Background: an optimization exercise with open tools, aiming at small area and a short achievable clock period. Do not read the settings as production practice. Only simulation tests tie the RTL to the original design; equivalence was not proved. Power is estimated from default activity; no workload was simulated.

==> 09-22 <==
## ifft_tf_mult
module ifft_tf_mult #(
  parameter int DW   = 16,
  parameter int TW   = 12,
  parameter bit CONJ = 1'b1
) (
  input  logic                 clk,
  input  logic                 rst,
  input  logic                 in_valid,
  input  logic                 in_sop,
  input  logic                 in_tw_en,
  input  logic signed [DW-1:0] in_real,
  input  logic signed [DW-1:0] in_imag,
  output logic [2:0]           tf_addr,
  input  logic signed [TW-1:0] tf_real,
  input  logic signed [TW-1:0] tf_imag,
  output logic                 out_valid,
  output logic                 out_sop,
  output logic signed [DW-1:0] out_real,
  output logic signed [DW-1:0] out_imag,
  output logic                 ovf
);
  logic [2:0] cnt_q, cnt_d;
  logic       use_unity;
  always_comb begin
    use_unity = !in_tw_en || in_sop;
    cnt_d     = cnt_q;
    if (in_valid) begin
      if (in_tw_en)
        cnt_d = (in_sop ? 3'd0 : cnt_q) + 3'd1;
      else if (in_sop)
        cnt_d = 3'd0;
    end
  end
  logic [11:0] tc, te;
  assign tc = use_unity ? 12'd1024 : tf_real;
  assign te = use_unity ? 12'd0 : tf_imag;
  logic        s1_valid_q, s1_sop_q;
  logic [15:0] s1_a_q, s1_b_q;
  logic [5:0]  s1_cn_q, s1_c1_q, s1_en_q, s1_e1_q;
  logic [4:0]  s1_c2_q, s1_e2_q;
  logic [5:0]  cn_d, c1_d, en_d, e1_d;
  logic [4:0]  c2_d, e2_d;
  assign cn_d[0] = tc[1];
  assign c1_d[0] = (tc[0] ^ 1'b0);
  assign c2_d[0] = ((tc[1] & ~tc[0] & ~1'b0) | (~tc[1] & tc[0] & 1'b0));
  assign cn_d[1] = tc[3];
  assign c1_d[1] = (tc[2] ^ tc[1]);
  assign c2_d[1] = ((tc[3] & ~tc[2] & ~tc[1]) | (~tc[3] & tc[2] & tc[1]));
  assign cn_d[2] = tc[5];
  assign c1_d[2] = (tc[4] ^ tc[3]);
  assign c2_d[2] = ((tc[5] & ~tc[4] & ~tc[3]) | (~tc[5] & tc[4] & tc[3]));
  assign cn_d[3] = tc[7];
  assign c1_d[3] = (tc[6] ^ tc[5]);
  assign c2_d[3] = ((tc[7] & ~tc[6] & ~tc[5]) | (~tc[7] & tc[6] & tc[5]));
  assign cn_d[4] = tc[9];
  ...
export LEC_CHECK = 0
export CAP_MARGIN = 20
export CORE_MARGIN = 2
export CORE_UTILIZATION = 40
export CTS_BUF_LIST = sky130_fd_sc_hd__clkbuf_8
export CTS_CLUSTER_DIAMETER = 60
export CTS_CLUSTER_SIZE = 24
export SETUP_SLACK_MARGIN = 3.5
export SLEW_MARGIN = 20
export SYNTH_HIERARCHICAL = 1
export SYNTH_MINIMUM_KEEP_SIZE = 0
create_clock -name core_clock -period 6.5 [get_ports {clk}]
run.sh (not shown) runs the stock make flow with config.mk's settings and CLKGATE_MAP_FILE= SYNTH_SCRIPT=/design/flow/synth_recipe.tcl, a recipe that flattens the netlist after the stock synthesis.
==> inputs of 12-28, as changes to 09-22 <==
--- a/flow/design.v
+++ b/flow/design.v
@@ -1702,12 +1702,11 @@
     s3_re_b26_q <= re2s665;
     s3_re_a27_q <= re2c666;
     s3_re_b27_q <= re2c612;
     s3_re_cy_q <= re_lowc_sum[10];
   end
-  wire [18:0] re_rsum = {s3_re_a27_q, s3_re_a26_q, s3_re_a25_q, s3_re_a24_q, s3_re_a23_q, s3_re_a22_q, s3_re_a21_q, s3_re_a20_q, s3_re_a19_q, s3_re_a18_q, s3_re_a17_q, s3_re_a16_q, s3_re_a15_q, s3_re_a14_q, s3_re_a13_q, s3_re_a12_q, s3_re_a11_q, s3_re_a10_q, 1'b1} + {s3_re_b27_q, s3_re_b26_q, s3_re_b25_q, s3_re_b24_q, s3_re_b23_q, s3_re_b22_q, s3_re_b21_q, s3_re_b20_q, s3_re_b19_q, s3_re_b18_q, s3_re_b17_q, s3_re_b16_q, s3_re_b15_q, s3_re_b14_q, s3_re_b13_q, s3_re_b12_q, s3_re_b11_q, s3_re_b10_q, s3_re_cy_q};
-  wire [17:0] re_rnd = re_rsum[18:1];
+  wire [17:0] re_rnd = {s3_re_a27_q, s3_re_a26_q, s3_re_a25_q, s3_re_a24_q, s3_re_a23_q, s3_re_a22_q, s3_re_a21_q, s3_re_a20_q, s3_re_a19_q, s3_re_a18_q, s3_re_a17_q, s3_re_a16_q, s3_re_a15_q, s3_re_a14_q, s3_re_a13_q, s3_re_a12_q, s3_re_a11_q, s3_re_a10_q} + {s3_re_b27_q, s3_re_b26_q, s3_re_b25_q, s3_re_b24_q, s3_re_b23_q, s3_re_b22_q, s3_re_b21_q, s3_re_b20_q, s3_re_b19_q, s3_re_b18_q, s3_re_b17_q, s3_re_b16_q, s3_re_b15_q, s3_re_b14_q, s3_re_b13_q, s3_re_b12_q, s3_re_b11_q, s3_re_b10_q} + {17'd0, s3_re_cy_q};
   wire im2s667, im2c668;
   ifft_tf_mult_ha u_im2s667 (.a(s2_im_c0_0_q), .b(s2_im_c0_1_q), .s(im2s667), .co(im2c668));
   wire im2s669, im2c670;
   ifft_tf_mult_ha u_im2s669 (.a(s2_im_c2_0_q), .b(s2_im_c2_1_q), .s(im2s669), .co(im2c670));
   wire im2s671, im2c672;
@@ -1887,12 +1886,11 @@
     s3_im_b26_q <= im2s771;
     s3_im_a27_q <= im2c772;
     s3_im_b27_q <= im2c718;
     s3_im_cy_q <= im_lowc_sum[10];
   end
-  wire [18:0] im_rsum = {s3_im_a27_q, s3_im_a26_q, s3_im_a25_q, s3_im_a24_q, s3_im_a23_q, s3_im_a22_q, s3_im_a21_q, s3_im_a20_q, s3_im_a19_q, s3_im_a18_q, s3_im_a17_q, s3_im_a16_q, s3_im_a15_q, s3_im_a14_q, s3_im_a13_q, s3_im_a12_q, s3_im_a11_q, s3_im_a10_q, 1'b1} + {s3_im_b27_q, s3_im_b26_q, s3_im_b25_q, s3_im_b24_q, s3_im_b23_q, s3_im_b22_q, s3_im_b21_q, s3_im_b20_q, s3_im_b19_q, s3_im_b18_q, s3_im_b17_q, s3_im_b16_q, s3_im_b15_q, s3_im_b14_q, s3_im_b13_q, s3_im_b12_q, s3_im_b11_q, s3_im_b10_q, s3_im_cy_q};
-  wire [17:0] im_rnd = im_rsum[18:1];
+  wire [17:0] im_rnd = {s3_im_a27_q, s3_im_a26_q, s3_im_a25_q, s3_im_a24_q, s3_im_a23_q, s3_im_a22_q, s3_im_a21_q, s3_im_a20_q, s3_im_a19_q, s3_im_a18_q, s3_im_a17_q, s3_im_a16_q, s3_im_a15_q, s3_im_a14_q, s3_im_a13_q, s3_im_a12_q, s3_im_a11_q, s3_im_a10_q} + {s3_im_b27_q, s3_im_b26_q, s3_im_b25_q, s3_im_b24_q, s3_im_b23_q, s3_im_b22_q, s3_im_b21_q, s3_im_b20_q, s3_im_b19_q, s3_im_b18_q, s3_im_b17_q, s3_im_b16_q, s3_im_b15_q, s3_im_b14_q, s3_im_b13_q, s3_im_b12_q, s3_im_b11_q, s3_im_b10_q} + {17'd0, s3_im_cy_q};
   logic s3_valid_q, s3_sop_q;
   always_ff @(posedge clk or posedge rst) begin
     if (rst) begin
       s3_valid_q <= 1'b0;
       s3_sop_q   <= 1'b0;
==> flow/config.mk (replaced) <==
export PLATFORM = sky130hd
export DESIGN_NAME = ifft_tf_mult
export DESIGN_NICKNAME = ifft_tf_mult
export VERILOG_FILES = /design/flow/design.v
export SDC_FILE = /design/flow/constraint.sdc
export NUM_CORES = 4
export LEC_CHECK = 0
export CAP_MARGIN = 20
export CORE_MARGIN = 2
export CORE_UTILIZATION = 40
export SETUP_SLACK_MARGIN = 4.5
export SLEW_MARGIN = 20
export SYNTH_HIERARCHICAL = 1
export SYNTH_MINIMUM_KEEP_SIZE = 0
==> comparison table <==
metric                                                                                                      09-22                     12-28
Result of the run                                                                        timing/DRC/antenna clean  timing/DRC/antenna clean
Die H                                                                                                      256 um                    256 um
Flip-flop and latch power                                                                                 3.67 mW                   3.68 mW
Multiplexer fraction of the synthesized cell area                                                         0.0837%                    0.123%
Post-detailed-route wirelength per cell                                                                   21.7 um                   27.3 um
Adder-cell area share of the yosys netlist                                                                  30.7%                     30.7%
Cell Pwr Density                                                                                       382 nW/um2                363 nW/um2
Power drawn by the clock network                                                                          1.70 mW                   2.67 mW
Switching component of the power                                                                          4.35 mW                   4.99 mW
Die span in x                                                                                              256 um                    256 um
# diodes                                                                                                        1                         2
Number of CTS-inserted buffers                                                                                 36                        46
Layout clock buffer count                                                                                      40                        62
Internal power                                                                                            6.42 mW                   8.01 mW
Placed instance area                                                                                    27100 um2                 28500 um2
Total number of cells along the worst setup path                                                                1                        13
Number of logic inverters in the finished layout                                                               54                        55
Reg2reg start                                                                                          s1_cn_q[1]                s3_im_cy_q
Most common cell after layout, fill and taps aside                                       sky130_fd_sc_hd__xnor2_1  sky130_fd_sc_hd__dfxtp_1
Clock transition at the register clock pins on the worst setup and hold paths after CTS                   0.11 ns                   0.06 ns
Post-Route WL                                                                                            68600 um                  93100 um
Setup ws final                                                                                            3.58 ns                   3.47 ns
Clock share of power                                                                                        15.8%                     20.5%
Switching share of power                                                                                    40.4%                     38.4%
Total power                                                                                               10.8 mW                   13.0 mW
Maximum cell stage delay along the critical path                                                          0.57 ns                   0.37 ns
Leakage component of the power                                                                            10.6 nW                   13.9 nW

-- re-timing with driven ports --
No port has a modelled driver above. Below, the same layouts with a new extraction and two added sets of constraints. Step 1: set_driving_cell puts a clkbuf_16 on clk and a buf_2 on each other input, an assumption about the parent block. Step 2 adds t to the input delays and takes it off the output delays; t is the mean of the earliest and latest rising clock arrival at the registers after step 1. Input paths then give back, and output paths get back, about the clock's delay inside the block. a / b / c = no drivers / after step 1 / after step 2; a / b = the first two.
run | shift t [ns] | setup slack, ns | hold WS [ns] | worst register clock-pin slew, ns
09-22 | 0.670 | 3.576 / 3.518 / 3.202 | 0.359 / 0.359 / 0.359 | 0.12 / 0.12
12-28 | 0.642 | 3.473 / 3.473 / 3.473 | 0.347 / 0.347 / 0.347 | 0.07 / 0.07
After both steps setup and hold are still met in every run listed. For 09-22, which loses most, drivers alone change the setup slack by -0.058 ns; drivers and shift together by -0.374 ns.
